This is an optimization exercise on Yosys and OpenROAD, whose aim is small area, a short achievable clock period and few clock cycles per item, not a production implementation. RTL that was checked went through simulation tests only; none was proved equivalent to the original. Only the layout flow was run in runs 1 to 3, 6 and 7; the RTL was not checked for function there. Power is estimated from default activity; no workload was simulated.

### standard.sh
#!/bin/bash
# synth_recipe.tcl (not shown) runs the flow's synth.tcl, then flattens the netlist and writes it again
# the make line also repeats each setting of config.mk as NAME=value (left out here)
make -C /OpenROAD-flow-scripts/flow DESIGN_CONFIG=/design/flow/config.mk WORK_HOME=/design/flow/orfs CLKGATE_MAP_FILE= SYNTH_SCRIPT=/design/flow/synth_recipe.tcl "${@:-finish}"
### design.v
package kom_pkg;
	localparam int CAPACITY = 16;
	localparam int SLOT_W   = $clog2(CAPACITY);
	localparam int CNT_W    = $clog2(CAPACITY + 1);
	localparam int KEY_W    = 16;
	localparam int STAT_W   = 3;
	localparam logic [1:0] MODE_INSERT = 2'd0;
	localparam logic [1:0] MODE_REMOVE = 2'd1;
	localparam logic [1:0] MODE_LEADER = 2'd2;
	localparam logic [1:0] MODE_LOOKUP = 2'd3;
	localparam logic [STAT_W-1:0] STAT_OK     = 3'd0;
	localparam logic [STAT_W-1:0] STAT_DUP    = 3'd1;
	localparam logic [STAT_W-1:0] STAT_ABSENT = 3'd2;
	localparam logic [STAT_W-1:0] STAT_EMPTY  = 3'd3;
	localparam logic [STAT_W-1:0] STAT_FULL   = 3'd4;
endpackage
module kom_ctrl (
	input  logic                      clk,
	input  logic                      arst_n,
	input  logic                      in_valid,
	output logic                      in_ready,
	input  logic [1:0]                mode,
	input  logic [kom_pkg::KEY_W-1:0] member_id,
	input  logic                      exec,
	output logic                      b_valid,
	output logic [1:0]                b_mode,
	output logic [kom_pkg::KEY_W-1:0] b_key
);
	localparam int KEY_W = kom_pkg::KEY_W;
	logic             b_v_q;
	logic [1:0]       b_mode_q;
	logic [KEY_W-1:0] b_key_q;
	logic             s_v_q;
	logic [1:0]       s_mode_q;
	logic [KEY_W-1:0] s_key_q;
	logic acc;
	logic b_take;
	assign in_ready = !s_v_q;
	assign acc      = in_valid && !s_v_q;
	assign b_take   = !b_v_q || exec;
	always_ff @(posedge clk or negedge arst_n) begin
		if (!arst_n) begin
			b_v_q <= 1'b0;
			s_v_q <= 1'b0;
		end else begin
			if (b_take) begin
				b_v_q <= s_v_q || acc;
				s_v_q <= 1'b0;
			end else if (acc) begin
				s_v_q <= 1'b1;
			end
		end
	end
	always_ff @(posedge clk) begin
		if (b_take) begin
			if (s_v_q) begin
				b_mode_q <= s_mode_q;
				b_key_q  <= s_key_q;
			end else begin
				b_mode_q <= mode;
				b_key_q  <= member_id;
			end
		end
		if (!s_v_q) begin
			s_mode_q <= mode;
			s_key_q  <= member_id;
		end
	end
	assign b_valid = b_v_q;
	assign b_mode  = b_mode_q;
	assign b_key   = b_key_q;
endmodule
module kom_dp (
	input  logic                       clk,
	input  logic                       arst_n,
	input  logic                       b_valid,
	input  logic [1:0]                 b_mode,
	input  logic [kom_pkg::KEY_W-1:0]  b_key,
	output logic                       exec,
	output logic                       out_valid,
	input  logic                       out_ready,
	output logic [kom_pkg::STAT_W-1:0] status,
	output logic                       leader_valid,
	output logic [kom_pkg::KEY_W-1:0]  leader_id,
	output logic [kom_pkg::CNT_W-1:0]  group_size
);
	localparam int CAPACITY = kom_pkg::CAPACITY;
	localparam int CNT_W = kom_pkg::CNT_W;
	localparam int KEY_W = kom_pkg::KEY_W;
	localparam int STAT_W = kom_pkg::STAT_W;
	logic [KEY_W-1:0]    key_q [CAPACITY];
	logic [CAPACITY-1:0] v_q;
	logic [CNT_W-1:0]    cnt_q;
	logic [STAT_W-1:0]   status_q;
	logic                out_valid_q;
	logic [CAPACITY-1:0] hit;
	logic [CAPACITY-1:0] at_or_above;
	logic [CAPACITY-1:0] shift;
	logic [CAPACITY-1:0] load;
	logic                found;
	logic                is_ins, is_rem, is_ldr;
	logic                grow, shrink;
	logic [STAT_W-1:0]   dec_status;
	assign exec = b_valid && (!out_valid_q || out_ready);
	always_comb begin
		for (int i = 0; i < CAPACITY; i++) begin
			hit[i] = v_q[i] && (key_q[i] == b_key);
		end
		at_or_above[0] = hit[0];
		for (int i = 1; i < CAPACITY; i++) begin
			at_or_above[i] = at_or_above[i-1] || hit[i];
		end
	end
	assign found  = |hit;
	assign is_ins = (b_mode == kom_pkg::MODE_INSERT);
	assign is_rem = (b_mode == kom_pkg::MODE_REMOVE);
	assign is_ldr = (b_mode == kom_pkg::MODE_LEADER);
	assign grow   = is_ins && !found && !v_q[CAPACITY-1];
	assign shrink = (is_rem && found) || (is_ldr && v_q[0]);
	always_comb begin
		for (int i = 0; i < CAPACITY; i++) begin
			shift[i] = exec && ((is_rem && at_or_above[i]) || is_ldr);
			load[i]  = exec && is_ins && !found && !v_q[i] && ((i == 0) || v_q[(i == 0) ? 0 : i-1]);
		end
	end
	logic [CNT_W-1:0] cnt_up, cnt_dn, cnt_d;
	logic             do_grow, do_shrink;
	assign cnt_up    = cnt_q + 1'b1;
	assign cnt_dn    = cnt_q - 1'b1;
	assign do_grow   = exec && grow;
	assign do_shrink = exec && shrink;
	assign cnt_d     = ({CNT_W{do_grow}} & cnt_up) | ({CNT_W{do_shrink}} & cnt_dn) |
	                   ({CNT_W{!do_grow && !do_shrink}} & cnt_q);
	always_comb begin
		dec_status = kom_pkg::STAT_OK;
		case (b_mode)
			kom_pkg::MODE_INSERT: begin
				if (found) dec_status = kom_pkg::STAT_DUP;
				else if (v_q[CAPACITY-1]) dec_status = kom_pkg::STAT_FULL;
			end
			kom_pkg::MODE_REMOVE: if (!found) dec_status = kom_pkg::STAT_ABSENT;
			kom_pkg::MODE_LEADER: if (!v_q[0]) dec_status = kom_pkg::STAT_EMPTY;
			default:              if (!found) dec_status = kom_pkg::STAT_ABSENT;
		endcase
	end
	logic [KEY_W-1:0] key_d [CAPACITY];
	always_comb begin
		for (int i = 0; i < CAPACITY; i++) begin
			key_d[i] = ({KEY_W{!(load[i] || shift[i])}} & key_q[i]) |
			           ({KEY_W{load[i]}} & b_key);
			if (i == 0) begin
				key_d[i] = key_d[i] | ({KEY_W{shift[i] && v_q[1]}} & key_q[1]);
			end else if (i < CAPACITY - 1) begin
				key_d[i] = key_d[i] | ({KEY_W{shift[i]}} & key_q[(i < CAPACITY - 1) ? i+1 : i]);
			end
		end
	end
	always_ff @(posedge clk or negedge arst_n) begin
		if (!arst_n) begin
			key_q[0] <= '0;
		end else begin
			key_q[0] <= key_d[0];
		end
	end
	for (genvar i = 1; i < CAPACITY; i++) begin : g_slot
		always_ff @(posedge clk) begin
			key_q[i] <= key_d[i];
		end
	end
	always_ff @(posedge clk or negedge arst_n) begin
		if (!arst_n) begin
			v_q         <= '0;
			cnt_q       <= '0;
			out_valid_q <= 1'b0;
		end else begin
			for (int i = 0; i < CAPACITY; i++) begin
				if (load[i]) begin
					v_q[i] <= 1'b1;
				end else if (shift[i]) begin
					v_q[i] <= (i == CAPACITY - 1) ? 1'b0 : v_q[(i == CAPACITY - 1) ? i : i+1];
				end
			end
			cnt_q <= cnt_d;
			if (exec) begin
				out_valid_q <= 1'b1;
			end else if (out_ready) begin
				out_valid_q <= 1'b0;
			end
		end
	end
	always_ff @(posedge clk) begin
		if (exec) begin
			status_q <= dec_status;
		end
	end
	assign out_valid    = out_valid_q;
	assign status       = status_q;
	assign leader_valid = v_q[0];
	assign leader_id    = key_q[0];
	assign group_size   = cnt_q;
endmodule
module keyed_ordered_member_list_top (
	input  logic                       clk,
	input  logic                       arst_n,
	input  logic                       in_valid,
	output logic                       in_ready,
	input  logic [1:0]                 mode,
	input  logic [kom_pkg::KEY_W-1:0]  member_id,
	output logic                       out_valid,
	input  logic                       out_ready,
	output logic [kom_pkg::STAT_W-1:0] status,
	output logic                       leader_valid,
	output logic [kom_pkg::KEY_W-1:0]  leader_id,
	output logic [kom_pkg::CNT_W-1:0]  group_size
);
	logic                      exec;
	logic                      b_valid;
	logic [1:0]                b_mode;
	logic [kom_pkg::KEY_W-1:0] b_key;
	kom_ctrl u_ctrl (
		.clk       (clk),
		.arst_n    (arst_n),
		.in_valid  (in_valid),
		.in_ready  (in_ready),
		.mode      (mode),
		.member_id (member_id),
		.exec      (exec),
		.b_valid   (b_valid),
		.b_mode    (b_mode),
		.b_key     (b_key)
	);
	kom_dp u_dp (
		.clk          (clk),
		.arst_n       (arst_n),
		.b_valid      (b_valid),
		.b_mode       (b_mode),
		.b_key        (b_key),
		.exec         (exec),
		.out_valid    (out_valid),
		.out_ready    (out_ready),
		.status       (status),
		.leader_valid (leader_valid),
		.leader_id    (leader_id),
		.group_size   (group_size)
	);
endmodule
### flow/run.sh
#!/bin/bash
# The standard layout, with the setup repair aimed 7 ns below the clock
# period and only at the worst path, so that it keeps sizing the critical
# path without spending area on endpoints that do not set the period.
set -euo pipefail
bash standard.sh SETUP_SLACK_MARGIN=7 TNS_END_PERCENT=0 finish > standard_flow.log 2>&1
### constraint.sdc
create_clock -name core_clock -period 10.0 [get_ports {clk}]
set_input_delay 2.0000 -clock core_clock [delete_from_list [all_inputs] [get_ports {clk}]]
set_output_delay 2.0000 -clock core_clock [all_outputs]
set_load 0.01 [all_outputs]
### config.mk
export PLATFORM = sky130hd
export DESIGN_NAME = keyed_ordered_member_list_top
export DESIGN_NICKNAME = keyed_ordered_member_list_top
export VERILOG_FILES = /design/flow/design.v
export SDC_FILE = /design/flow/constraint.sdc
export NUM_CORES = 4
export LEC_CHECK = 0
export CAP_MARGIN = 20
export CORE_MARGIN = 2
export CORE_UTILIZATION = 40
export SLEW_MARGIN = 20
==> impl_results.md, run 1 <==
* Status: timing/DRC/antenna clean
* Arr. time, crit path at between 3000 and 4000 ps
* Initial Utilization at 0.4065
* Max-slew headroom at 0.4984
* FF-to-FF setup slack at around 6600 ps
* Peak Freq at 294.5 MHz
* Pwr Density at approximately 280 mW/mm^2
* Max cap viols at 0
* Number of global-route vias before repair at 13700
* Required time worst endpoint at ~10000 ps
* TritonCTS clock tree: done
* Global-route wire length before repair at 80.36 mm
* EDFF count, synth at 21
* # H-tree levels at 2
* Worst VDD drop at 135.8 uV
* I/O pin total at 49
* Final Instance Area at 0.02094 sq mm
* Logic gate share of total power at 0.348
* Vias at 13600
* Leakage at 0.009600 uW
* Synth unique cells at 70
* GR Overflow Total at 0
* Worst skew pair latency at 550 ps
* Dominant synthesized flop cell: dfxtp_1
* Cell internal pwr at 3752 uW
* Core Util, Final at 0.5116
* Synthesis Warnings at 4
* Final hold slack at 468.4 ps
* Flop pwr share at 0.418
* Worst-Margin Slew at about 750 ps
* R2R depth at 12
* Commonest non-fill, non-tap cells in the layout: 258 x dfxtp_1, 193 x xor2_1, 190 x a22o_1
* Detailed Route WL at 51.16 mm
* Site row count at 74
* Ant. Diodes at 0
* Core region area at 0.04092 sq mm
* Final period util at 0.3396
* RSZ-0062 raised after global routing: yes
* Cells after synthesis at 1588
* Post-Syn Area per Cell at 10.48 sq um
* Finish-stage setup viols at 0
* CTS clk-pin slew, worst paths at 60 ps
* Fin Setup TNS at 0 ps
* Asr flop ratio synth at 0.1254
* CP Class: in -> reg
* Clock share of power at 0.234
* GP Congestion at 0.8059
* Routed length per placed instance at around 22 um
* Hold crit path type: reg -> reg
* Tot GR Track Use at 0.2326
* Syn nets at 1612
* Pre-antenna DRT Iters at 5
* Largest net degree at the start of global routing at 41
* Final Skew at ~29 ps
* Area Growth Syn to Fin at 25.86%
* DP Area at 0.01736 sq mm
* Die Span Y at just over 200 um
* Hold path cells at 1
* Drt via density at 5.951
* Most common cell after layout, fill and taps aside: dfxtp_1
* Hold Startpoint: u_ctrl.s_key_q[12]
* Maximum clock path buffer count at 3
* Port Buffers at 48
* Reg2reg end: u_dp.key_q[6][0]
* Final Max Slew Viols at 0
* Worst-path fanout max at 8
* Mapped Area at 0.01664 sq mm
* Switching share of power at 0.3679
* Layout cells sized above 1 at 0.2031
* DRC Markers at 0
* Hpwl dp at 29.93 mm
* Filler cells at 3705
* Hold Violations, Final at 0
* Fin nets at 1752
* Total CTS buffers at 37
* Fin crit period at 3396 ps
* Crit path launch type: primary input
* CTS Root Cell: clkbuf_16
* Die area at 0.04324 sq mm
* Initial antenna violation count at 0
* Worst r2r src: u_ctrl.b_key_q[10]
* Post-synthesis sequential area ratio at 0.4085
* CTS sink cnt at 319
* Die X at 207.9 um
* Critical path endpoint category: flop
* Post-synthesis register bit count at 319
* Hold worst-path end: u_ctrl.s_key_q[12]
* Net Switching at 2184 uW
* Iter 0 DRT Violations at ~970
* Antenna-violating nets left at 0
## Yosys cell counts (all sizes together), types with 21 or more instances
master	number	area (sq um)
dfxtp	258	5165
xor2	207	1813
a22o	190	1664
a21o	175	1314
buf	85	580.6
nor4	81	660.6
a221o	64	640.6
xnor2	51	446.7
and2	48	300.3
clkbuf	40	151.4
dfrtp	40	1001
nor2	39	209.0
nand2	32	120.1
nand4	26	162.7
nor3	26	135.1
edfxtp	21	630.6
inv	21	78.83
## how the worst max path moves through the flow
stage / startpoint / to / slack [ps] / cells after the start
2_1_floorplan: out_ready / u_dp.key_q[5][11] / 6220 / 8
3_5_place_dp: out_ready / u_dp.key_q[7][10] / 4960 / 8
3_3_place_gp: out_ready / u_dp.key_q[4][13] / 5050 / 8
5_1_grt: u_ctrl.b_key_q[10] / u_dp.key_q[10][13] / 6550 / 16
6_report: out_ready / u_dp.key_q[12][0] / 6600 / 10
4_1_cts: out_ready / u_dp.key_q[12][0] / 6700 / 10
## per-stage QoR
stage / cells / power, uW / setup WS (ps)
after floorplan: 1588 / 3709 / 6220
after global placement: 2077 / 4196 / 5050
after detailed placement: 2077 / 4247 / 4956
after CTS: 2251 / 5840 / 6703
after global routing: 2285 / 6257 / 6553
final: 2285 / 5936 / 6604
## power groups by stage
| stage | Combinational, uW | Sequential, uW | Clock, uW |
|---|---|---|---|
| after CTS | 1970 | 2460 | 1410 |
| final | 2070 | 2480 | 1390 |
| after detailed placement | 1780 | 2470 | 0 |
| after global placement | 1740 | 2450 | 0 |
| after floorplan | 1410 | 2300 | 0 |
| after global routing | 2250 | 2550 | 1460 |
## sequential cells by signal, indices dropped and copies added (netlist names), 2 cells and up
register	cells
u_ctrl.s_mode_q	2
u_dp.cnt_q	5
u_dp.key_q	256
u_ctrl.b_mode_q	2
u_dp.v_q	16
u_dp.status_q	3
u_ctrl.s_key_q	16
u_ctrl.b_key_q	16
## critical path, cell delays in order
cell and delay [ps]:
buf_6 70, nand2b_4 140, nand2_8 80, or3_4 380
buf_6 140, nor4_4 350, nor3_4 90, buf_6 130
buf_12 130, a221o_1 290
## logic make-up after synthesis
family,count (synthesis),share of synthesized area
AOI/OAI and AO/OA,483,0.2462
xor gates and xnor gates,258,0.1358
adders and majority gates,2,0.001504
buffers and inverters,146,0.04874
DFF,319,0.4085
muxes,20,0.01346
and+or+nand+nor,360,0.1458
## layer usage
layer / wire length, um / part of all wire / up-vias / GRT usage
met5: 0 / 0 / - / 0
met4: 1243 / 0.024 / 0 / 0.08608
met3: 2614 / 0.051 / 81 / 0.03245
met2: 24290 / 0.47 / 383 / 0.3781
met1: 23000 / 0.45 / 6878 / 0.3148
li1: - / - / 6257 / -
## layout make-up
type / instances / area (sq um) / area share
multi-input cells: 1131 / 9659 / 0.4613
flip-flops and latches: 319 / 6803 / 0.3249
repair buffers: 218 / 2501 / 0.1195
clock buffers: 53 / 1066 / 0.05091
well taps: 532 / 665.6 / 0.03179
clock inverters: 11 / 160.2 / 0.007649
inverters: 21 / 83.83 / 0.004004
## timing repair
item | in CTS | in global routing
setup buffers | 94 | 30
pin swaps | 37 | 31
gates cloned | 16 | 3
endpoints found under the setup margin | 327 | 307
resized for setup | 157 | 34
hold buffers | 0 | 0
==> inputs of run 2 (changes only) <==
==> flow/run.sh (replaced) <==
#!/bin/bash
# The standard layout, with two changes to how it is optimised:
# - the setup repair aims 7 ns below the clock period, at the worst path only
#   (TNS_END_PERCENT 0), so it keeps sizing the path that sets the period;
# - the port buffers are buf_4 rather than the delay-cell buffers that
#   buffer_ports picks on its own.
set -euo pipefail
bash standard.sh SETUP_SLACK_MARGIN=7 TNS_END_PERCENT=0 \
	'BUFFER_PORTS_ARGS=-buffer_cell sky130_fd_sc_hd__buf_4' finish > standard_flow.log 2>&1
--- a/config.mk
+++ b/config.mk
@@ -8,4 +8,5 @@
 export CAP_MARGIN = 20
 export CORE_MARGIN = 2
 export CORE_UTILIZATION = 40
+export CTS_BUF_LIST = sky130_fd_sc_hd__clkbuf_8
 export SLEW_MARGIN = 20
==> run 2 against run 1 <==
Compared with the run above: still clean on timing, DRC and antenna; fmax increased by 1.1%; first-iteration DRC count increased by 10%; global-route usage decreased by 0.69 points; setup slack improved by 36 ps; register-to-register slack improved by 70 ps; clock-buffer cell count increased by 18.
==> impl_results.md, run 2 <==
* GP Congestion at 0.8410 (+4.4%)
* Met3 Usage GRT at 0.04423 (+0.01177)
* Hold Startpoint: u_ctrl.s_key_q[12]
* Iter 0 DRT Violations at 1064 (+10%)
* Fin crit period at 3359 ps (-36.11 ps)
* Global-route wire length before repair at 78.34 mm (-2.5%)
* Most common cell in the netlist: dfxtp_1
* Finish-stage setup viols at 0 (unchanged)
* Required time worst endpoint at 10530 ps (+120 ps)
* Post-synthesis register bit count at 319 (unchanged)
* Worst r2r src: u_ctrl.b_key_q[0]
* Die Span Y at 207.9 um (unchanged)
* Syn nets at 1612 (unchanged)
* Met2 Resource Use GR at 0.3610 (-0.01707)
* Setup ws final at 6641 ps (+36.11 ps)
* I/O pin total at 49 (unchanged)
* Area Growth Syn to Fin at 23.10%
* Hold crit path type: reg -> reg
* GR Overflow Total at 0 (unchanged)
* Pwr Density at 280.7 mW/mm^2 (-1.0%)
* Worst-path fanout max at 16 (+8)
* CTS sink cnt at 319 (unchanged)
* # H-tree levels at 2 (unchanged)
* Die X at 207.9 um (unchanged)
* Reg2reg end: u_dp.key_q[5][11]
* Core region area at 0.04092 sq mm (unchanged)
* Largest Register: u_dp.key_q
* Arr. time, crit path at 3890 ps (+80 ps)
* Tot GR Track Use at 0.2257 (-0.006885)
* Site row count at 74 (unchanged)
* Routed length per placed instance at 22.72 um (+1.5%)
* Critical path endpoint category: flop
* Most common cell after layout, fill and taps aside: dfxtp_1
* Synth area leaders: dfxtp_1 31%, xor2_1 11%, a22o_1 10%
* Final period util at 0.3359 (-0.003611)
* Total CTS buffers at 55 (+49%)
* CTS Root Cell: clkbuf_8
* Max-slew headroom at 0.6009 (+0.1025)
* Top Usage Layer GRT: met2
* Peak Freq at 297.7 MHz (+1.1%)
* Fin Setup TNS at 0 ps (unchanged)
* Final Max Slew Viols at 0 (unchanged)
* Detailed Route WL at 52.33 mm (+2.3%)
* Final Skew at 37.55 ps (+8.864 ps)
* Maximum clock path buffer count at 3 (unchanged)
* Worst skew pair latency at 660 ps (+110 ps)
* Crit path launch type: primary input
* Post-CTS Hold Fix Bufs at 0 (unchanged)
* Number of global-route vias before repair at 13390 (-2.3%)
* Ant. Diodes at 0 (unchanged)
* Worst-Margin Slew at 598.6 ps (-146.9 ps)
* DP Worst Slack at 5203 ps (+247.5 ps)
* CTS clk-pin slew, worst paths at 60 ps (about the same)
* Met1 usage at 0.3065 (-0.008306)
* DRC Markers at 0 (unchanged)
* Antenna-violating nets left at 0 (unchanged)
* R2R depth at 14 (+2)
* Area share of the largest cell type after synthesis at 0.3105 (unchanged)
* Largest net degree at the start of global routing at 41 (unchanged)
* TritonCTS clock tree: done
* Hold path cells at 1 (unchanged)
* Hold worst-path end: u_ctrl.s_key_q[12]
* Hpwl dp at 29.92 mm (about the same)
* Initial Utilization at 0.4065 (unchanged)
* Layout cells sized above 1 at 0.2292 (+0.02617)
* Synth top cells by count: 258 x dfxtp_1, 207 x xor2_1, 190 x a22o_1
* Post-synthesis sequential area ratio at 0.4085 (unchanged)
* FF-to-FF setup slack at 6690 ps (+70 ps)
* Commonest non-fill, non-tap cells in the layout: 258 x dfxtp_1, 200 x xor2_1, 190 x a22o_1
* Vias at 13760 (+1.2%)
* Mapped Area at 0.01664 sq mm (unchanged)
* Max cap viols at 0 (unchanged)
* Filler cells at 3707 (+0.054%)
* Post-Syn Area per Cell at 10.48 sq um (unchanged)
* Dominant cell type by area after synthesis: dfxtp_1
* Asr flop ratio synth at 0.1254 (unchanged)
* Port Buffers at 48 (unchanged)
* Dominant synthesized flop cell: dfxtp_1
* Worst VDD drop at 108.9 uV (-20%)
* Fin nets at 1753 (+0.057%)
* Status: timing/DRC/antenna clean
* Pre-antenna DRT Iters at 5 (unchanged)
* Synth unique cells at 70 (unchanged)
* Max FFs per register at 256 (unchanged)
* Drt via density at 5.973 (+0.36%)
* Die area at 0.04324 sq mm (unchanged)
* Cells after synthesis at 1588 (unchanged)
* Initial antenna violation count at 0 (unchanged)
* Leakage at 0.009526 uW (-0.78%)
* Synthesis Warnings at 4 (unchanged)
* Hold Violations, Final at 0 (unchanged)
* CP Class: in -> reg
* RSZ-0062 raised after global routing: yes
* EDFF count, synth at 21 (unchanged)
[run 2: cell families after synthesis]
logic type	share of synthesized area
AOI/OAI and AO/OA	0.2462
and+or+nand+nor	0.1458
DFF	0.4085
xor gates and xnor gates	0.1358
buffers and inverters	0.04874
muxes	0.01346
adders and majority gates	0.001504
[run 2: stage by stage]
stage	power, uW	hold slack, ps	utilization	instances	cell area [sq um]
after detailed placement	4226	460.9	0.4212	2076	17240
after global routing	6057	484.6	0.5004	2303	20480
after floorplan	3709	446.1	-	1588	16740
final	5748	470.6	0.5004	2303	20480
after CTS	5633	475.0	0.4839	2259	19800
after global placement	4180	452.3	0.4212	2076	17240
[run 2: layout make-up]
type,count,area (sq um),area share
well taps,532,665.6,0.03250
clock buffers,71,977.2,0.04772
inverters,21,78.83,0.003849
flip-flops and latches,319,6802,0.3321
clock inverters,28,156.4,0.007637
repair buffers,202,2297,0.1122
multi-input cells,1130,9502,0.4640
[run 2: per-layer routing]
layer	part of all wire	vias up
met1	0.45	6931
met4	0.028	0
met5	0	-
met2	0.46	443
li1	-	6278
met3	0.060	104
[run 2: timing repair]
item,CTS,global route
gates resized for setup,89,42
hold endpoints to repair,0,0
setup buffers,75,35
pin swaps,30,22
cloned,9,8
setup endpoints to repair,307,307
[run 2: critical path, stage by stage]
cell,delay [ps]
buf_4,80
nand2b_4,120
nand2_4,80
or3_4,500
buf_4,200
nor4_4,320
buf_6,190
nor2_4,50
buf_12,140
a21o_1,180
[run 2: how the worst max path moves through the flow]
stage	start	end	slack, ps	cells after the start
2_1_floorplan	out_ready	u_dp.key_q[5][11]	6220	8
3_3_place_gp	out_ready	u_dp.key_q[2][2]	5340	8
3_5_place_dp	out_ready	u_dp.key_q[4][8]	5200	8
4_1_cts	u_ctrl.s_v_q	in_ready	6670	2
5_1_grt	u_ctrl.b_key_q[0]	u_dp.key_q[5][9]	6570	14
6_report	out_ready	u_dp.key_q[10][10]	6640	10
[run 2: power by group]
group          switching, uW  total (uW)  internal, uW
combinational           1010        2030          1030
clock                    565        1230           662
sequential               627        2490          1860
total                   2200        5750          3550
==> inputs of run 3 (changes only) <==
--- a/config.mk
+++ b/config.mk
@@ -8,5 +8,4 @@
 export CAP_MARGIN = 20
 export CORE_MARGIN = 2
 export CORE_UTILIZATION = 40
-export CTS_BUF_LIST = sky130_fd_sc_hd__clkbuf_8
 export SLEW_MARGIN = 20
==> run 3 against run 2 <==
Compared with the run above: first-iteration DRC count fell by 16%; final cell count fell by 1.4%; core utilization fell by 0.13 points; area after synthesis stayed put; clock skew decreased by 18 ps; flip-flop and latch count is the same; cell area fell by 0.25%; worst hold slack improved by 2.1 ps; critical endpoint is now u_dp.key_q[12][1]; largest cell class unchanged.
==> impl_results.md, run 3 <==
* Status: timing/DRC/antenna clean
* Most common cell after layout, fill and taps aside: dfxtp_1
* Total CTS buffers at 38 (-31%)
* Post-Syn Area per Cell at 10.48 sq um (unchanged)
* Pwr Density at 285.6 mW/mm^2 (+1.8%)
* GP Congestion at 0.8410 (unchanged)
* Die area at 0.04324 sq mm (unchanged)
* Area share of the largest cell type after synthesis at 0.3105 (unchanged)
* CTS Root Cell: clkbuf_16
* Hold crit path type: reg -> reg
* Worst r2r src: u_ctrl.b_key_q[8]
* Detailed Route WL at 50.25 mm (-4.0%)
* Worst-path fanout max at 16 (unchanged)
* TritonCTS clock tree: done
* Number of global-route vias before repair at 13610 (+1.7%)
* Site row count at 74 (unchanged)
* Critical path endpoint category: flop
* Synth area leaders: dfxtp_1 31%, xor2_1 11%, a22o_1 10%
* Hpwl dp at 29.92 mm (unchanged)
* Worst VDD drop at 134.5 uV (+24%)
* Post-synthesis sequential area ratio at 0.4085 (unchanged)
* Commonest non-fill, non-tap cells in the layout: 258 x dfxtp_1, 202 x xor2_1, 190 x a22o_1
* Drt via density at 5.937 (-0.60%)
* Fin crit period at 3382 ps (+22.59 ps)
* Fin Setup TNS at 0 ps (unchanged)
* Routed length per placed instance at 22.14 um (-2.6%)
* GR Overflow Total at 0 (unchanged)
* I/O pin total at 49 (unchanged)
* Max FFs per register at 256 (unchanged)
* Hold Violations, Final at 0 (unchanged)
* Iter 0 DRT Violations at 892 (-16%)
* Worst Setup EP: u_dp.key_q[12][1]
* Leakage at 0.009424 uW (-1.1%)
* Global-route wire length before repair at 79.18 mm (+1.1%)
* Ant. Diodes at 0 (unchanged)
* Critical path origin: out_ready
* Syn nets at 1612 (unchanged)
* Final Skew at 19.53 ps (-18.01 ps)
* Post-CTS Hold Fix Bufs at 0 (unchanged)
* Worst skew pair latency at 540 ps (-120 ps)
* CTS sink cnt at 319 (unchanged)
* Port Buffers at 48 (unchanged)
* Area Growth Syn to Fin at 22.79%
* Maximum clock path buffer count at 3 (unchanged)
* Max-slew headroom at 0.5915 (-0.009474)
* Pwr Total at 5834 uW (+1.5%)
* Worst-Margin Slew at 612.8 ps (+14.21 ps)
* Filler cells at 3717 (+0.27%)
* Synth top cells by count: 258 x dfxtp_1, 207 x xor2_1, 190 x a22o_1
* Finish-stage setup viols at 0 (unchanged)
* Final period util at 0.3382 (+0.002259)
* Dominant synthesized flop cell: dfxtp_1
* Die X at 207.9 um (unchanged)
* Pre-antenna DRT Iters at 5 (unchanged)
* Synth unique cells at 70 (unchanged)
* EDFF count, synth at 21 (unchanged)
* Peak Freq at 295.7 MHz (-0.67%)
* Post-synthesis register bit count at 319 (unchanged)
* Die Span Y at 207.9 um (unchanged)
* Most common cell in the netlist: dfxtp_1
* Core region area at 0.04092 sq mm (unchanged)
* Max cap viols at 0 (unchanged)
* CP Class: in -> reg
* Placed insts at 2076 (unchanged)
* R2R depth at 12 (-2)
* Vias at 13480 (-2.0%)
* Layout cells sized above 1 at 0.2152 (-0.01406)
* # H-tree levels at 2 (unchanged)
* Largest net degree at the start of global routing at 41 (unchanged)
* Asr flop ratio synth at 0.1254 (unchanged)
* Initial Utilization at 0.4065 (unchanged)
* Crit path launch type: primary input
* Tot GR Track Use at 0.2278 (+0.002108)
* Final Max Slew Viols at 0 (unchanged)
* Mapped Area at 0.01664 sq mm (unchanged)
* Dominant cell type by area after synthesis: dfxtp_1
* Initial antenna violation count at 0 (unchanged)
* Antenna-violating nets left at 0 (unchanged)
* RSZ-0062 raised after global routing: yes
* Final Non-Filler Cells at 2270 (-1.4%)
* FF-to-FF setup slack at 6680 ps (about the same)
* Reg2reg end: u_dp.key_q[6][12]
* DRC Markers at 0 (unchanged)
* Required time worst endpoint at 10420 ps (-110 ps)
* Largest Register: u_dp.key_q
* Arr. time, crit path at 3800 ps (-90 ps)
* CTS clk-pin slew, worst paths at 60 ps (about the same)
* Synthesis Warnings at 4 (unchanged)
* Cells after synthesis at 1588 (unchanged)
* Fin nets at 1736 (-0.97%)
## run 3: cell count changes in the layout (fill, tap and decap cells not counted), moves of 8 or more
cell       previous run  this run
inv_1                37        20
buf_12               44        30
clkbuf_16             4        40
clkbuf_1              0         8
buf_6                16        26
clkbuf_8             71         9
## run 3: logic make-up (layout without fill, tap and decap cells)
family          Yosys count  after routing  share of synthesized area
simple gates            360            367                     0.1458
flops                   319            319                     0.4085
compound gates          483            483                     0.2462
buf+inv                 146            289                    0.04874
mux                      20             20                    0.01346
xor+xnor                258            258                     0.1358
fa+ha+maj                 2              2                   0.001504
## run 3: metal layers
metal	global-route usage	vias to the layer above	wire (um)
met5	0	-	0
met4	0.06212	0	1205
met3	0.03562	82	2336
met2	0.3799	331	23870
met1	0.3064	6831	22840
li1	-	6233	-
## run 3: through the flow
step	hold slack [ps]	instance area (sq um)	util	setup WS (ps)
after floorplan	446.1	16740	-	6220
after global placement	452.3	17240	0.4212	5337
after detailed placement	460.9	17240	0.4212	5203
after CTS	475.3	20140	0.4920	6676
after global routing	484.9	20430	0.4991	6573
final	472.7	20430	0.4991	6618
## run 3: report_power, final
part	total, uW	switching (uW)	internal, uW
combinational	1990	978	1020
sequential	2490	628	1860
clock	1350	546	808
total	5830	2150	3680
## run 3: worst min path at each step
stage | start | endpoint | slack (ps) | depth (start not counted)
floorplan | u_ctrl.s_key_q[0] | u_ctrl.s_key_q[0] | 450 | 1
detailed placement | u_ctrl.s_key_q[12] | u_ctrl.s_key_q[12] | 460 | 1
global route | u_ctrl.s_key_q[0] | u_ctrl.s_key_q[0] | 480 | 1
CTS | u_ctrl.s_key_q[12] | u_ctrl.s_key_q[12] | 480 | 1
global placement | u_ctrl.s_key_q[14] | u_ctrl.s_key_q[14] | 450 | 1
finish | u_ctrl.s_key_q[9] | u_ctrl.s_key_q[9] | 470 | 1
## run 3: repair_timing
action / CTS / global route
resized for setup: 102 / 27
pin swaps: 40 / 16
cloned: 16 / 0
setup buffers: 94 / 17
setup endpoints to repair: 307 / 307
hold endpoints to repair: 0 / 0
## run 3: area by class of cell
cell class,instances,area [sq um],area share
multi-input cells,1130,9469,0.4636
flip-flops and latches,319,6800,0.3329
repair buffers,202,2192,0.1073
clock buffers,55,1127,0.05519
well taps,532,665.6,0.03259
clock inverters,11,93.84,0.004594
inverters,21,78.83,0.003859
## run 3: critical path, cell delays in order
cell and delay [ps]:
buf_6 70, nand2b_4 140, nand2_8 70, or3_4 540
nor4_4 410, nor3_4 90, buf_12 160, a221o_1 300
==> inputs of run 4 (changes only) <==
--- a/design.v
+++ b/design.v
@@ -90,6 +90,7 @@
 	localparam int STAT_W = kom_pkg::STAT_W;
 	logic [KEY_W-1:0]    key_q [CAPACITY];
 	logic [CAPACITY-1:0] v_q;
+	logic                lv_q;
 	logic [CNT_W-1:0]    cnt_q;
 	logic [STAT_W-1:0]   status_q;
 	logic                out_valid_q;
@@ -104,6 +105,11 @@
 	assign exec = b_valid && (!out_valid_q || out_ready);
 	always_comb begin
 		for (int i = 0; i < CAPACITY; i++) begin
+			v_q[i] = (cnt_q > CNT_W'(i));
+		end
+	end
+	always_comb begin
+		for (int i = 0; i < CAPACITY; i++) begin
 			hit[i] = v_q[i] && (key_q[i] == b_key);
 		end
 		at_or_above[0] = hit[0];
@@ -169,17 +175,11 @@
 	end
 	always_ff @(posedge clk or negedge arst_n) begin
 		if (!arst_n) begin
-			v_q         <= '0;
+			lv_q        <= 1'b0;
 			cnt_q       <= '0;
 			out_valid_q <= 1'b0;
 		end else begin
-			for (int i = 0; i < CAPACITY; i++) begin
-				if (load[i]) begin
-					v_q[i] <= 1'b1;
-				end else if (shift[i]) begin
-					v_q[i] <= (i == CAPACITY - 1) ? 1'b0 : v_q[(i == CAPACITY - 1) ? i : i+1];
-				end
-			end
+			lv_q <= cnt_d != '0;
 			cnt_q <= cnt_d;
 			if (exec) begin
 				out_valid_q <= 1'b1;
@@ -195,7 +195,7 @@
 	end
 	assign out_valid    = out_valid_q;
 	assign status       = status_q;
-	assign leader_valid = v_q[0];
+	assign leader_valid = lv_q;
 	assign leader_id    = key_q[0];
 	assign group_size   = cnt_q;
 endmodule
--- a/config.mk
+++ b/config.mk
@@ -8,4 +8,6 @@
 export CAP_MARGIN = 20
 export CORE_MARGIN = 2
 export CORE_UTILIZATION = 40
+export CTS_CLUSTER_DIAMETER = 150
+export CTS_CLUSTER_SIZE = 30
 export SLEW_MARGIN = 20
==> run 4 against run 3 <==
Compared with the run above: final cell count fell by 9.1%; critical path depth is 6 higher; power is 25% lower; global-route usage is 2.7 points lower; critical path type unchanged; non-clock buffer count down 72; highest routed layer unchanged; die area is 7.2% lower; core utilization fell by 4.0 points; cell area down 15%; clock-buffer cell count shrank 35; clock power decreased by 49%.
==> impl_results.md, run 4 <==
* RSZ-0062 raised after global routing: yes
* Post-synthesis sequential area ratio at 0.4165 (+0.007981)
* Cells after synthesis at 1534 (-3.4%)
* Pwr Density at 253.6 mW/mm^2 (-11%)
* Post-Syn Area per Cell at 10.05 sq um (-4.1%)
* Final Max Slew Viols at 0 (unchanged)
* Ant. Diodes at 0 (unchanged)
* Crit path launch type: primary input
* Critical path origin: out_ready
* Filler cells at 3632 (-2.3%)
* Synth unique cells at 70 (unchanged)
* Worst VDD drop at 132.1 uV (-1.8%)
* Post-synthesis xor/xnor area fraction at 0.1483 (+0.01245)
* Layout cells sized above 1 at 0.1611 (-0.05411)
* Pwr Total at 4405 uW (-25%)
* Hold Violations, Final at 0 (unchanged)
* Dominant synthesized flop cell: dfxtp_1
* Clock share of power at 0.158 (-0.074)
* Largest family of logic cells by synthesized area: compound AO/OA/AOI/OAI gates
* Mux contribution to synthesized area at 0.01591 (+0.002445)
* Area Growth Syn to Fin at 12.67%
* I/O pin total at 49 (unchanged)
* Syn nets at 1562 (-3.1%)
* Die X at 200.3 um (-3.7%)
* CTS Root Cell: clkbuf_16
* Initial antenna violation count at 0 (unchanged)
* Synth top cells by count: 258 x dfxtp_1, 158 x xnor2_1, 144 x a22o_1
* R2R depth at 12 (unchanged)
* Hpwl dp at 26.68 mm (-11%)
* Global-route wire length before repair at 65.89 mm (-17%)
* Mapped Area at 0.01542 sq mm (-7.3%)
* Max incr delay on CP at 310 ps (-230 ps)
* GP Congestion at 0.8168 (-2.9%)
* CP Cell Sequence: buf_6, nand2b_4, nand2_4, inv_4, nand3b_1, buf_12, buf_4, buf_4, buf_4, o21ai_1, buf_6, nor2_4, buf_12, a221o_1
* Site row count at 71 (-4.1%)
* TritonCTS clock tree: done
* Required time worst endpoint at 10400 ps (-20 ps)
* Port Buffers at 48 (unchanged)
* Largest net degree at the start of global routing at 33 (-20%)
* CP bufs+invs at 8 (+6)
* Status: timing/DRC/antenna clean
* Routed length per placed instance at 20.30 um (-8.3%)
* Max cap viols at 0 (unchanged)
* CTS clk-pin slew, worst paths at 110 ps (+50 ps)
* Commonest non-fill, non-tap cells in the layout: 258 x dfxtp_1, 158 x xnor2_1, 144 x a22o_1
* Core Util, Final at 0.4590 (-0.04017)
* Crit path depth at 14 (+6)
* Max-slew headroom at 0.5552 (-0.03626)
* Placed insts at 1993 (-4.0%)
* Critical path endpoint category: flop
* Fin nets at 1575 (-9.3%)
* Asr flop ratio synth at 0.08224 (-0.04316)
* Post-CTS Hold Fix Bufs at 0 (unchanged)
* Worst-Margin Slew at 665.6 ps (+52.78 ps)
* Fin Setup TNS at 0 ps (unchanged)
* Area share of the largest cell type after synthesis at 0.3350 (+0.02457)
* Detailed Route WL at 41.89 mm (-17%)
* Number of global-route vias before repair at 11520 (-15%)
* Die Span Y at 200.3 um (-3.7%)
* Worst-path fanout max at 17 (+1)
* Total CTS buffers at 14 (-63%)
* Biggest regs: u_dp.key_q x256, u_ctrl.b_key_q x16, u_ctrl.s_key_q x16
* EDFF count, synth at 21 (unchanged)
* Synth Area in Simple Gates at 0.1019 (-0.04382)
* Leakage at 0.007536 uW (-20%)
* Switching share of power at 0.3704 (+0.001460)
* Most common cell in the netlist: dfxtp_1
* Worst r2r src: u_dp.cnt_q[1]
* Hold path cells at 1 (unchanged)
* Core region area at 0.03784 sq mm (-7.5%)
* Die area at 0.04013 sq mm (-7.2%)
* DRC Markers at 0 (unchanged)
* Max FFs per register at 256 (unchanged)
* Final period util at 0.3574 (+0.01924)
* Tot GR Track Use at 0.2006 (-0.02725)
* Pre-antenna DRT Iters at 5 (unchanged)
* Peak Freq at 279.8 MHz (-5.4%)
* Antenna-violating nets left at 0 (unchanged)
* Most common cell on crit path: buf_4
* FF-to-FF setup slack at 6480 ps (-200 ps)
* Iter 0 DRT Violations at 920 (+3.1%)
* Reg2reg end: u_dp.key_q[11][9]
* Arr. time, crit path at 3970 ps (+170 ps)
* Fin crit period at 3574 ps (+192.4 ps)
* Final Skew at 47.32 ps (+27.79 ps)
* Cell internal pwr at 2773 uW (-25%)
* Logic gate share of total power at 0.351 (+0.009)
* Synth Area in Compound Gates at 0.2488 (+0.002679)
* CP Class: in -> reg
* Most common cell after layout, fill and taps aside: dfxtp_1
* Flop pwr share at 0.492 (+0.066)
* Worst skew pair latency at 520 ps (-20 ps)
* Initial Utilization at 0.4074 (+0.0008536)
* Synth area leaders: dfxtp_1 34%, xnor2_1 9.0%, a22o_1 8.2%
* CTS sink cnt at 304 (-4.7%)
* Hold crit path type: reg -> reg
* Delay-heaviest family, CP: buffers and inverters
* Synthesis Warnings at 4 (unchanged)
* Net Switching at 1632 uW (-24%)
* Synth Area in Adders at 0.004870 (+0.003366)
* # H-tree levels at 1 (-1)
* Worst Setup EP: u_dp.key_q[11][9]
* Largest Register: u_dp.key_q
* Maximum clock path buffer count at 3 (unchanged)
* Slowest-stage cell, CP: a221o_1
* Drt via density at 5.786 (-2.5%)
* Vias at 11940 (-11%)
* Dominant cell type by area after synthesis: dfxtp_1
* Post-synthesis register bit count at 304 (-4.7%)
* Final Non-Filler Cells at 2063 (-9.1%)
* Finish-stage setup viols at 0 (unchanged)
* GR Overflow Total at 0 (unchanged)
run 4: changes by cell type after synthesis, moves of 35 or more:
cell / previous run / this run
nor4_1: 69 / 27
and2_1: 48 / 1
o21ai_0: 4 / 40
inv_1: 21 / 56
a21o_1: 175 / 130
xnor2_1: 51 / 158
a22o_1: 190 / 144
xor2_1: 207 / 103
run 4: what timing repair did:
item                                    CTS  global route
endpoints found under the hold margin     0             0
pin swaps                                10            24
setup buffers                            26            18
gates resized for setup                  82            55
cloned                                    2             2
endpoints found under the setup margin  292           292
run 4: final cells by class:
cell class              count  area, sq um  area share
flip-flops and latches    304         6432      0.3703
clock buffers              20        394.1     0.02269
multi-input cells        1041         8477      0.4880
inverters                  56        215.2     0.01239
repair buffers            130         1181     0.06800
clock inverters             1        30.03    0.001729
well taps                 511        639.4     0.03681
run 4: worst min path at each step:
stage | slack, ps | end | start
2_1_floorplan | 450 | u_ctrl.s_key_q[0] | u_ctrl.s_key_q[0]
3_3_place_gp | 450 | u_ctrl.s_key_q[0] | u_ctrl.s_key_q[0]
3_5_place_dp | 460 | u_ctrl.s_key_q[9] | u_ctrl.s_key_q[9]
4_1_cts | 490 | u_ctrl.s_key_q[9] | u_ctrl.s_key_q[9]
5_1_grt | 500 | u_ctrl.s_key_q[4] | u_ctrl.s_key_q[4]
6_report | 480 | u_ctrl.s_key_q[11] | u_ctrl.s_key_q[11]
run 4: logic make-up after synthesis:
family | count (synthesis)
simple gates | 271
flops | 304
fa+ha+maj | 6
compound gates | 479
xor+xnor | 261
mux | 22
buf+inv | 191
run 4: power by group through the flow:
stage	logic, uW	registers [uW]	clock network (uW)
final	1540	2170	694
after global routing	1690	2220	750
after CTS	1470	2160	709
after detailed placement	1380	2190	0
after global placement	1350	2180	0
after floorplan	1160	2020	0
run 4: per-layer routing:
metal  track usage  vias to the layer above  share of wire
met5             0                        -              0
met4       0.04550                        0          0.019
met3       0.02359                       45          0.045
met2        0.3328                      293           0.47
met1        0.2796                     5966           0.47
li1              -                     5632              -
run 4: metrics by stage:
stage | setup WS, ps | hold WS [ps] | instance area [sq um]
2_1_floorplan | 5997 | 446.1 | 15430
3_3_place_gp | 4649 | 452.4 | 15920
3_5_place_dp | 4518 | 458.0 | 15920
4_1_cts | 6371 | 485.2 | 16910
5_1_grt | 6349 | 502.6 | 17370
6_report | 6426 | 484.4 | 17370
Testbench counts of run 4, summed over its fixed seeds: cycles 24,016, items 24,000.
==> inputs of run 5 (changes only) <==
--- a/config.mk
+++ b/config.mk
@@ -8,6 +8,4 @@
 export CAP_MARGIN = 20
 export CORE_MARGIN = 2
 export CORE_UTILIZATION = 40
-export CTS_CLUSTER_DIAMETER = 150
-export CTS_CLUSTER_SIZE = 30
 export SLEW_MARGIN = 20
==> run 5 against run 4 <==
Compared with the run above: sequential share of layout area is 1.2 points lower; non-clock buffer count is 6 lower; cell area is 3.3% higher; still clean on timing, DRC and antenna; critical endpoint is now u_dp.lv_q; largest cell class unchanged.
==> impl_results.md, run 5 <==
* Status: timing/DRC/antenna clean
* Hold crit path type: reg -> reg
* CTS sink cnt at 304 (unchanged)
* Required time worst endpoint at 10380 ps (-20 ps)
* Final Max Slew Viols at 0 (unchanged)
* Max cap viols at 0 (unchanged)
* Leakage at 0.007840 uW (+4.0%)
* Post-CTS Hold Fix Bufs at 0 (unchanged)
* Hpwl dp at 26.68 mm (unchanged)
* Pre-antenna DRT Iters at 8 (+3)
* Worst VDD drop at 154.1 uV (+17%)
* Die Span Y at 200.3 um (unchanged)
* Hold Violations, Final at 0 (unchanged)
* Ant. Diodes at 0 (unchanged)
* Synthesis Warnings at 4 (unchanged)
* Max-slew headroom at 0.5462 (-0.008978)
* Most common cell in the netlist: dfxtp_1
* Tot GR Track Use at 0.2049 (+0.004370)
* Final Skew at 15.22 ps (-32.10 ps)
* Maximum clock path buffer count at 3 (unchanged)
* Fin Setup TNS at 0 ps (unchanged)
* Initial Utilization at 0.4074 (unchanged)
* Area Growth Syn to Fin at 16.44%
* Layout cells sized above 1 at 0.1767 (+0.01557)
* Most common cell after layout, fill and taps aside: dfxtp_1
* Dominant cell type by area after synthesis: dfxtp_1
* R2R depth at 12 (unchanged)
* GR Overflow Total at 0 (unchanged)
* Fin crit period at 3556 ps (-18.12 ps)
* Worst r2r src: u_dp.cnt_q[1]
* Filler cells at 3574 (-1.6%)
* Arr. time, crit path at 3940 ps (-30 ps)
* CP Class: in -> reg
* Post-synthesis register bit count at 304 (unchanged)
* DRC Markers at 0 (unchanged)
* Fin nets at 1590 (+0.95%)
* FF-to-FF setup slack at 6480 ps (about the same)
* Largest net degree at the start of global routing at 33 (unchanged)
* Mapped Area at 0.01542 sq mm (unchanged)
* Final period util at 0.3556 (-0.001812)
* Total CTS buffers at 35 (+21)
* GP Congestion at 0.8168 (unchanged)
* Crit path launch type: primary input
* Synth top cells by count: 258 x dfxtp_1, 158 x xnor2_1, 144 x a22o_1
* Commonest non-fill, non-tap cells in the layout: 258 x dfxtp_1, 158 x xnor2_1, 144 x a22o_1
* Post-Syn Area per Cell at 10.05 sq um (unchanged)
* Area share of the largest cell type after synthesis at 0.3350 (unchanged)
* Hold worst-path end: u_ctrl.s_key_q[11]
* Worst-Margin Slew at 679.0 ps (+13.43 ps)
* Site row count at 71 (unchanged)
* Biggest regs: u_dp.key_q x256, u_ctrl.b_key_q x16, u_ctrl.s_key_q x16
* Syn nets at 1562 (unchanged)
* Die area at 0.04013 sq mm (unchanged)
* Global-route wire length before repair at 66.79 mm (+1.4%)
* TritonCTS clock tree: done
* Dominant synthesized flop cell: dfxtp_1
* Post-synthesis sequential area ratio at 0.4165 (unchanged)
* RSZ-0062 raised after global routing: yes
* Worst skew pair latency at 520 ps (about the same)
* Initial antenna violation count at 0 (unchanged)
* Reg2reg end: u_dp.key_q[13][14]
* # H-tree levels at 2 (+1)
* Cells after synthesis at 1534 (unchanged)
* Iter 0 DRT Violations at 979 (+6.4%)
* Drt via density at 5.750 (-0.63%)
* EDFF count, synth at 21 (unchanged)
* Vias at 12050 (+0.96%)
* Critical path endpoint category: flop
* Routed length per placed instance at 20.15 um (-0.75%)
* Hold path cells at 1 (unchanged)
* Hold Startpoint: u_ctrl.s_key_q[11]
* Peak Freq at 281.2 MHz (+0.51%)
* Asr flop ratio synth at 0.08224 (unchanged)
* Port Buffers at 48 (unchanged)
* I/O pin total at 49 (unchanged)
* Core region area at 0.03784 sq mm (unchanged)
* Pwr Density at 274.1 mW/mm^2 (+8.1%)
* CTS clk-pin slew, worst paths at 60 ps (-50 ps)
* Core Util, Final at 0.4743 (+0.01534)
* Antenna-violating nets left at 0 (unchanged)
* Largest Register: u_dp.key_q
* CTS Root Cell: clkbuf_16
* Detailed Route WL at 42.24 mm (+0.84%)
* Max FFs per register at 256 (unchanged)
* Number of global-route vias before repair at 11730 (+1.8%)
* Finish-stage setup viols at 0 (unchanged)
* Synth area leaders: dfxtp_1 34%, xnor2_1 9.0%, a22o_1 8.2%
* Synth unique cells at 70 (unchanged)
* Worst-path fanout max at 8 (-9)
* Die X at 200.3 um (unchanged)
-- run 5: layout make-up --
class	count	area, sq um	area share
well taps	511	639.4	0.03562
clock buffers	50	1035	0.05765
clock inverters	10	61.31	0.003416
inverters	56	215.2	0.01199
multi-input cells	1041	8447	0.4706
repair buffers	124	1120	0.06239
flip-flops and latches	304	6432	0.3584
-- run 5: per-stage QoR --
stage               hold WS [ps]  cells  setup slack (ps)  cell area, sq um  power [uW]
CTS                        471.8   2079              6427             17580        4864
detailed placement         458.0   1993              4518             15920        3568
global placement           452.4   1993              4649             15920        3533
finish                     471.5   2096              6444             17950        4920
global route               488.3   2096              6359             17950        5196
floorplan                  446.1   1534              5997             15430        3186
-- run 5: worst max-delay path: stages --
cell and delay, ps:
buf_4 80, nand2b_4 120, nand2_4 70, inv_4 80, nand3b_1 140, buf_12 180
o21a_1 180, inv_2 80, o21ai_4 90, buf_6 140, o22ai_4 140, a2bb2oi_2 80
or4_1 540
-- run 5: power breakdown --
part | switching, uW | leakage, uW | internal, uW
clock | 508 | 0.000549 | 720
combinational | 717 | 0.00463 | 796
sequential | 496 | 0.00266 | 1680
total | 1720 | 0.00784 | 3200
-- run 5: repair_timing --
action / 4_1_cts / 5_1_grt
gates cloned: 2 / 1
pin swaps: 11 / 21
resized for setup: 86 / 43
buffers inserted: 24 / 15
endpoints found under the setup margin: 292 / 292
-- run 5: cell families (layout without fill, tap and decap cells) --
| kind of cell | after synthesis | after routing | synth area share |
|---|---|---|---|
| compound gates | 479 | 479 | 0.2488 |
| flops | 304 | 304 | 0.4165 |
| simple gates | 271 | 273 | 0.1019 |
| xor+xnor | 261 | 261 | 0.1483 |
| buf+inv | 191 | 240 | 0.06363 |
| mux | 22 | 22 | 0.01591 |
| fa+ha+maj | 6 | 6 | 0.004870 |
-- run 5: per-layer routing --
layer | share of wire | global-route usage | wire (um) | up-vias
met4 | 0.021 | 0.06270 | 894 | 0
met3 | 0.048 | 0.02750 | 2008 | 66
met2 | 0.47 | 0.3349 | 19760 | 310
met1 | 0.46 | 0.2815 | 19580 | 5983
met5 | 0 | 0 | 0 | -
li1 | - | - | - | 5692
-- run 5: worst max-delay path by stage --
stage | endpoint | depth (start not counted) | slack (ps) | from
4_1_cts | u_dp.key_q[13][11] | 10 | 6430 | out_ready
3_5_place_dp | u_dp.key_q[10][2] | 9 | 4520 | out_ready
6_report | u_dp.lv_q | 13 | 6440 | out_ready
5_1_grt | u_dp.key_q[13][11] | 11 | 6360 | u_dp.cnt_q[1]
2_1_floorplan | u_dp.key_q[2][10] | 8 | 6000 | out_ready
3_3_place_gp | u_dp.key_q[10][1] | 9 | 4650 | out_ready
==> inputs of run 6 (changes only) <==
--- a/design.v
+++ b/design.v
@@ -94,6 +94,7 @@
 	logic [CNT_W-1:0]    cnt_q;
 	logic [STAT_W-1:0]   status_q;
 	logic                out_valid_q;
+	logic [CAPACITY-1:0] eq;
 	logic [CAPACITY-1:0] hit;
 	logic [CAPACITY-1:0] at_or_above;
 	logic [CAPACITY-1:0] shift;
@@ -110,11 +111,12 @@
 	end
 	always_comb begin
 		for (int i = 0; i < CAPACITY; i++) begin
-			hit[i] = v_q[i] && (key_q[i] == b_key);
-		end
-		at_or_above[0] = hit[0];
+			eq[i]  = (key_q[i] == b_key);
+			hit[i] = v_q[i] && eq[i];
+		end
+		at_or_above[0] = eq[0];
 		for (int i = 1; i < CAPACITY; i++) begin
-			at_or_above[i] = at_or_above[i-1] || hit[i];
+			at_or_above[i] = at_or_above[i-1] || eq[i];
 		end
 	end
 	assign found  = |hit;
@@ -179,7 +181,7 @@
 			cnt_q       <= '0;
 			out_valid_q <= 1'b0;
 		end else begin
-			lv_q <= cnt_d != '0;
+			lv_q <= do_grow || (lv_q && !(do_shrink && cnt_q == CNT_W'(1)));
 			cnt_q <= cnt_d;
 			if (exec) begin
 				out_valid_q <= 1'b1;
--- a/config.mk
+++ b/config.mk
@@ -8,4 +8,6 @@
 export CAP_MARGIN = 20
 export CORE_MARGIN = 2
 export CORE_UTILIZATION = 40
+export CTS_CLUSTER_DIAMETER = 120
+export CTS_CLUSTER_SIZE = 24
 export SLEW_MARGIN = 20
==> run 6 against run 5 <==
Compared with the run above: combinational power increased by 18%; clock skew increased by 5.9 ps; wire length increased by 16%; still clean; synthesized cell count increased by 3.3%; clock power decreased by 41%; worst hold slack improved by 6.8 ps; global-route usage increased by 2.8 points; critical path type unchanged.
==> impl_results.md, run 6 <==
* Max incr delay on CP at 550 ps (about the same)
* Ant. Diodes at 0 (unchanged)
* Delay-heaviest family, CP: simple AND/OR/NAND/NOR gates
* CP Class: in -> reg
* Status: timing/DRC/antenna clean
* Critical path endpoint category: flop
* Met2 wire len at 23.07 mm (+17%)
* Max-slew headroom at 0.4586 (-0.08761)
* Initial Utilization at 0.4036 (-0.003771)
* Final Skew at 21.12 ps (+5.901 ps)
* RSZ-0062 raised after global routing: yes
* CTS sink cnt at 304 (unchanged)
* Leakage at 0.006348 uW (-19%)
* Hpwl dp at 30.58 mm (+15%)
* GP Congestion at 0.8991 (+10%)
* Max cap viols at 0 (unchanged)
* CP Cell Sequence: buf_4, nand2b_4, nand2_4, nor3_4, or4b_4, buf_12, o31a_4, a221o_1
* M1 wire length at 21.59 mm (+10%)
* Cells after synthesis at 1585 (+3.3%)
* # H-tree levels at 1 (-1)
* Final period util at 0.3462 (-0.009472)
* Fin nets at 1642 (+3.3%)
* Post-Syn Area per Cell at 9.818 sq um (-2.3%)
* Tot GR Track Use at 0.2328 (+0.02782)
* Core Util, Final at 0.4660 (-0.008287)
* Finish-stage setup viols at 0 (unchanged)
* Arr. time, crit path at 3880 ps (-60 ps)
* Detailed Route WL at 49.11 mm (+16%)
* CTS clk-pin slew, worst paths at 100 ps (+40 ps)
* WL met3 at 3.020 mm (+50%)
* Initial antenna violation count at 0 (unchanged)
* Drt via density at 6.095 (+6.0%)
* Layout cells sized above 1 at 0.1616 (-0.01503)
* Slowest-stage cell, CP: or4b_4
* Vias at 13040 (+8.2%)
* Hold crit path type: reg -> reg
* Fin Setup TNS at 0 ps (unchanged)
* Antenna-violating nets left at 0 (unchanged)
* Most common cell after layout, fill and taps aside: dfxtp_1
* Final Max Slew Viols at 0 (unchanged)
* Biggest regs: u_dp.key_q x256, u_ctrl.b_key_q x16, u_ctrl.s_key_q x16
* Commonest non-fill, non-tap cells in the layout: 258 x dfxtp_1, 225 x xnor2_1, 202 x a221o_1
* Area share of the largest cell type after synthesis at 0.3319 (-0.003125)
* Site row count at 72 (+1.4%)
* Worst VDD drop at 101.7 uV (-34%)
* Post-synthesis register bit count at 304 (unchanged)
* Worst skew pair latency at 530 ps (about the same)
* Die area at 0.04050 sq mm (+0.93%)
* Hold Violations, Final at 0 (unchanged)
* I/O pin total at 49 (unchanged)
* Die X at 201.2 um (+0.46%)
* CTS Root Cell: clkbuf_16
* Asr flop ratio synth at 0.08224 (unchanged)
* Synth unique cells at 71 (+1.4%)
* Most common cell in the netlist: dfxtp_1
* Maximum clock path buffer count at 3 (unchanged)
* Synth top cells by count: 258 x dfxtp_1, 225 x xnor2_1, 202 x a221o_1
* Fin crit period at 3462 ps (-94.72 ps)
* Pre-antenna DRT Iters at 5 (-3)
* Total CTS buffers at 16 (-54%)
* Required time worst endpoint at 10420 ps (+40 ps)
* Max FFs per register at 256 (unchanged)
* Global-route wire length before repair at 75.69 mm (+13%)
* Post-synthesis sequential area ratio at 0.4126 (-0.003885)
* Synth area leaders: dfxtp_1 33%, a221o_1 13%, xnor2_1 13%
* Final hold slack at 478.3 ps (+6.823 ps)
* Die Span Y at 201.2 um (+0.46%)
* CP bufs+invs at 2 (-3)
* Routed length per placed instance at 22.96 um (+14%)
* TritonCTS clock tree: done
* Largest Register: u_dp.key_q
* DRC Markers at 0 (unchanged)
* Pwr Density at 262.2 mW/mm^2 (-4.4%)
* Largest net degree at the start of global routing at 42 (+27%)
* Worst-path fanout max at 8 (unchanged)
* Worst-Margin Slew at 812.1 ps (+133.1 ps)
* Dominant cell type by area after synthesis: dfxtp_1
* Dominant synthesized flop cell: dfxtp_1
* GR Overflow Total at 0 (unchanged)
* Area Growth Syn to Fin at 15.47%
* EDFF count, synth at 21 (unchanged)
* Port Buffers at 48 (unchanged)
* Mapped Area at 0.01556 sq mm (+0.94%)
* Peak Freq at 288.9 MHz (+2.7%)
* Synthesis Warnings at 4 (unchanged)
* Top Layer Used: met4
* Syn nets at 1612 (+3.2%)
* Crit path launch type: primary input
* Number of global-route vias before repair at 12690 (+8.2%)
* Core region area at 0.03856 sq mm (+1.9%)
* Iter 0 DRT Violations at 1242 (+27%)
-- run 6: cell types whose count changed in the layout (fill, tap and decap cells not counted), moves of 34 or more --
cell,delta
a21o_1,-129
a221o_1,+122
xor2_1,-70
xnor2_1,+67
nand4_1,+34
nand2_1,+55
nor2b_1,+55
and2_1,+59
nor3_1,+36
a22o_1,-144
-- run 6: logic make-up (layout without fill, tap and decap cells) --
group,Yosys count,after routing,synth area share
AO/OA/AOI/OAI,357,360,0.2027
XOR/XNOR,258,258,0.1452
adder cells (fa/ha/maj),5,5,0.004020
buffers and inverters,193,223,0.05693
flip-flops,304,304,0.4126
multiplexers,19,19,0.01367
AND/OR/NAND/NOR,449,452,0.1648
-- run 6: final cells by class --
cell class / count / area (sq um)
Fill cell: 3669 / 20590
Multi-Input combinational cell: 1094 / 8856
Sequential cell: 304 / 6432
Timing Repair Buffer: 140 / 1354
Tap cell: 518 / 648.1
Clock buffer: 23 / 447.9
Inverter: 59 / 221.5
Clock inverter: 1 / 8.758
-- run 6: final timing paths --
check,from,depth (start not counted),slack [ps],to
setup / recovery,out_ready,8,6540,u_dp.key_q[3][13]
hold / removal,u_ctrl.s_key_q[14],1,480,u_ctrl.s_key_q[14]
setup reg to reg,u_dp.cnt_q[1],11,6610,u_dp.key_q[3][13]
hold reg to reg,u_ctrl.s_key_q[14],1,480,u_ctrl.s_key_q[14]
max in group asynchronous,arst_n,1,8340,u_dp.cnt_q[0]
min in group asynchronous,arst_n,1,1370,u_dp.key_q[0][1]
-- run 6: stage by stage --
stage	std cells	setup WS (ps)	total power, uW	cell area [sq um]
finish	2139	6538	4710	17970
CTS	2116	6560	4617	17650
floorplan	1585	6061	3316	15610
global route	2139	6505	4966	17970
global placement	2053	5022	3765	16230
detailed placement	2054	5178	3800	16260
-- run 6: power by group --
| part | internal (uW) | total (uW) | switching [uW] |
|---|---|---|---|
| clock network | 317 | 727 | 410 |
| logic | 916 | 1780 | 863 |
| registers | 1680 | 2200 | 526 |
| total | 2910 | 4710 | 1800 |
-- run 6: timing repair --
item,in CTS,in global routing
resized for setup,87,25
hold buffers,0,0
cloned,5,2
setup endpoints to repair,292,292
setup buffers,33,21
pin swaps,21,8
-- run 6: layer usage --
metal  track usage  up-vias
li1              -     5955
met1        0.3135     6518
met2        0.3858      467
met3       0.03385       98
met4       0.07222        0
met5             0        -
==> inputs of run 7 (changes only) <==
--- a/config.mk
+++ b/config.mk
@@ -7,7 +7,8 @@
 export LEC_CHECK = 0
 export CAP_MARGIN = 20
 export CORE_MARGIN = 2
-export CORE_UTILIZATION = 40
+export CORE_UTILIZATION = 55
 export CTS_CLUSTER_DIAMETER = 120
 export CTS_CLUSTER_SIZE = 24
+export PLACE_DENSITY = 0.75
 export SLEW_MARGIN = 20
==> run 7 against run 6 <==
Compared with the run above: clock skew up 9.9 ps; via count grew 5.4%; fmax decreased by 2.9%; critical path type unchanged; final cell count shrank 5.9%; sequential share of layout area hardly changed; synthesized cell count unchanged; setup slack got worse by 100 ps; area after synthesis unchanged; combinational power grew 3%; global-route usage up 7.5 points.
==> impl_results.md, run 7 <==
* Clock share of power at 0.152 (-0.002)
* Mapped Area at 0.01556 sq mm (unchanged)
* Ant. Diodes at 0 (unchanged)
* R2R depth at 12 (+1)
* Post-synthesis register bit count at 304 (unchanged)
* Reg2reg end: u_dp.key_q[3][1]
* TritonCTS clock tree: done
* Asr flop ratio synth at 0.08224 (unchanged)
* Final period util at 0.3565 (+0.01037)
* I/O pin total at 49 (unchanged)
* RSZ-0062 raised after global routing: yes
* Logic gate share of total power at 0.385 (+0.007)
* Number of global-route vias before repair at 12630 (-0.49%)
* Core region area at 0.02786 sq mm (-28%)
* Detailed Route WL at 48.16 mm (-1.9%)
* Filler cells at 2103 (-43%)
* Crit path launch type: primary input
* Max FFs per register at 256 (unchanged)
* Final Max Slew Viols at 0 (unchanged)
* Total CTS buffers at 16 (unchanged)
* Post-Syn Area per Cell at 9.818 sq um (unchanged)
* Area share of the largest cell type after synthesis at 0.3319 (unchanged)
* Tot GR Track Use at 0.3074 (+0.07463)
* Drt via density at 6.830 (+12%)
* Switching share of power at 0.3842 (+0.002365)
* CP Class: in -> reg
* Initial antenna violation count at 0 (unchanged)
* Pre-antenna DRT Iters at 9 (+4)
* Worst-path fanout max at 8 (unchanged)
* Maximum clock path buffer count at 3 (unchanged)
* Cells after synthesis at 1585 (unchanged)
* Synth area leaders: dfxtp_1 33%, a221o_1 13%, xnor2_1 13%
* Most common cell in the netlist: dfxtp_1
* Max-slew headroom at 0.4226 (-0.03600)
* Cell internal pwr at 2925 uW (+0.45%)
* Initial Utilization at 0.5586 (+0.1550)
* Die X at 172.2 um (-14%)
* Area Growth Syn to Fin at 15.69%
* Max cap viols at 0 (unchanged)
* Hold crit path type: reg -> reg
* CTS clk-pin slew, worst paths at 100 ps (about the same)
* CTS sink cnt at 304 (unchanged)
* Commonest non-fill, non-tap cells in the layout: 258 x dfxtp_1, 225 x xnor2_1, 202 x a221o_1
* Most common cell after layout, fill and taps aside: dfxtp_1
* Peak Freq at 280.5 MHz (-2.9%)
* Arr. time, crit path at 3980 ps (+100 ps)
* Final Instance Area at 0.01800 sq mm (+0.19%)
* Worst skew pair latency at 530 ps (about the same)
* Syn nets at 1612 (unchanged)
* Fin Setup TNS at 0 ps (unchanged)
* GP Congestion at 0.9459 (+5.2%)
* Iter 0 DRT Violations at 2096 (+69%)
* Worst-Margin Slew at 858.2 ps (+46.08 ps)
* Pwr Density at 263.8 mW/mm^2 (+0.64%)
* Antenna-violating nets left at 0 (unchanged)
* Hpwl dp at 28.51 mm (-6.8%)
* DP Area at 0.01606 sq mm (-1.3%)
* Largest net degree at the start of global routing at 42 (unchanged)
* GR Overflow Total at 0 (unchanged)
* Vias at 13750 (+5.4%)
* Final Skew at 30.99 ps (+9.864 ps)
* Status: timing/DRC/antenna clean
* Required time worst endpoint at 10410 ps (about the same)
* Worst r2r src: u_dp.cnt_q[0]
* Hold Startpoint: u_ctrl.s_key_q[1]
* Site row count at 61 (-15%)
* Die Span Y at 172.2 um (-14%)
* Worst VDD drop at 135.8 uV (+34%)
* Flop pwr share at 0.463 (-0.005)
* Hold worst-path end: u_ctrl.s_key_q[1]
* CTS Root Cell: clkbuf_16
* Synth unique cells at 71 (unchanged)
* Synth top cells by count: 258 x dfxtp_1, 225 x xnor2_1, 202 x a221o_1
* DRC Markers at 0 (unchanged)
* Hold Violations, Final at 0 (unchanged)
* Biggest regs: u_dp.key_q x256, u_ctrl.b_key_q x16, u_ctrl.s_key_q x16
* Largest Register: u_dp.key_q
* Critical path endpoint category: flop
* Dominant cell type by area after synthesis: dfxtp_1
* Post-synthesis sequential area ratio at 0.4126 (unchanged)
* Port Buffers at 48 (unchanged)
* Fin crit period at 3565 ps (+103.7 ps)
* Core Util, Final at 0.6462 (+0.1802)
* Routed length per placed instance at 23.92 um (+4.2%)
* Synthesis Warnings at 4 (unchanged)
* FF-to-FF setup slack at 6450 ps (-160 ps)
* Global-route wire length before repair at 72.03 mm (-4.8%)
* Dominant synthesized flop cell: dfxtp_1
* # H-tree levels at 1 (unchanged)
* Finish-stage setup viols at 0 (unchanged)
* Net Switching at 1825 uW (+1.5%)
* EDFF count, synth at 21 (unchanged)
* Layout cells sized above 1 at 0.1700 (+0.008402)
* Hold path cells at 1 (unchanged)
* Leakage at 0.006437 uW (+1.4%)
* Die area at 0.02965 sq mm (-27%)
* Pwr Total at 4750 uW (+0.83%)
* Fin nets at 1657 (+0.91%)
-- run 7: cell counts after synthesis --
No cell type changed its count.
-- run 7: area by class of cell --
cell class	instances	area, sq um	share of cell area
tap	378	473.0	0.02627
sequential	304	6436	0.3575
clock inverter	1	8.758	0.0004865
inverter	59	221.5	0.01230
timing repair buffer	150	1463	0.08125
clock buffer	22	444.2	0.02467
multi-input combinational	1099	8956	0.4975
-- run 7: kinds of logic after synthesis --
family,Yosys count,synth area share
AOI/OAI and AO/OA,357,0.2027
adders and majority gates,5,0.004020
buffers and inverters,193,0.05693
DFF,304,0.4126
muxes,19,0.01367
and+or+nand+nor,449,0.1648
xor gates and xnor gates,258,0.1452
-- run 7: repair_timing --
action,in CTS,in global routing
gates cloned,6,5
gates resized for setup,74,57
hold buffers,0,0
pin swaps,18,19
endpoints found under the setup margin,292,292
buffers inserted,35,33
-- run 7: through the flow --
stage          cells  hold slack, ps  setup WS (ps)
2_1_floorplan   1585           446.1           6061
3_3_place_gp    1910           450.6           4942
3_5_place_dp    1911           460.1           5095
4_1_cts         1975           482.3           6485
5_1_grt         2013           494.8           6429
6_report        2013           480.6           6435
-- run 7: critical path, cell delays in order --
cell and delay, ps:
buf_6 70, nand2b_4 120, nand2_4 70, nor3_4 200, or4b_4 520, buf_12 160
buf_4 140, o31a_4 380, a221o_1 310
-- run 7: worst max path at each step --
stage,startpoint,to,slack (ps),cells past startpoint
after floorplan,out_ready,u_dp.key_q[1][10],6060,8
after global placement,out_ready,u_dp.key_q[9][0],4940,8
after detailed placement,out_ready,u_dp.key_q[6][12],5100,8
after CTS,out_ready,u_dp.key_q[1][10],6480,8
after global routing,u_dp.cnt_q[2],u_dp.key_q[2][1],6430,13
final,out_ready,u_dp.key_q[3][1],6430,9
-- run 7: power groups by stage --
stage | clock network, uW | logic [uW] | registers (uW)
after floorplan | 0 | 1290 | 2020
after global placement | 0 | 1530 | 2190
after detailed placement | 0 | 1580 | 2190
after CTS | 721 | 1670 | 2170
after global routing | 762 | 1950 | 2240
final | 720 | 1830 | 2200
-- run 7: routing by layer --
metal,track usage,share of wire,vias to the layer above
li1,-,-,6006
met4,0.1060,0.045,0
met3,0.05699,0.10,227
met2,0.4905,0.45,870
met5,0,0,-
met1,0.4193,0.40,6645

Setup slack of run 7, layout unchanged: 6.435 ns with ideal ports, 6.446 ns with driving cells assumed (clock clkbuf_16, inputs buf_2), 5.881 ns with port delays also shifted by the 0.565 ns mid clock arrival.
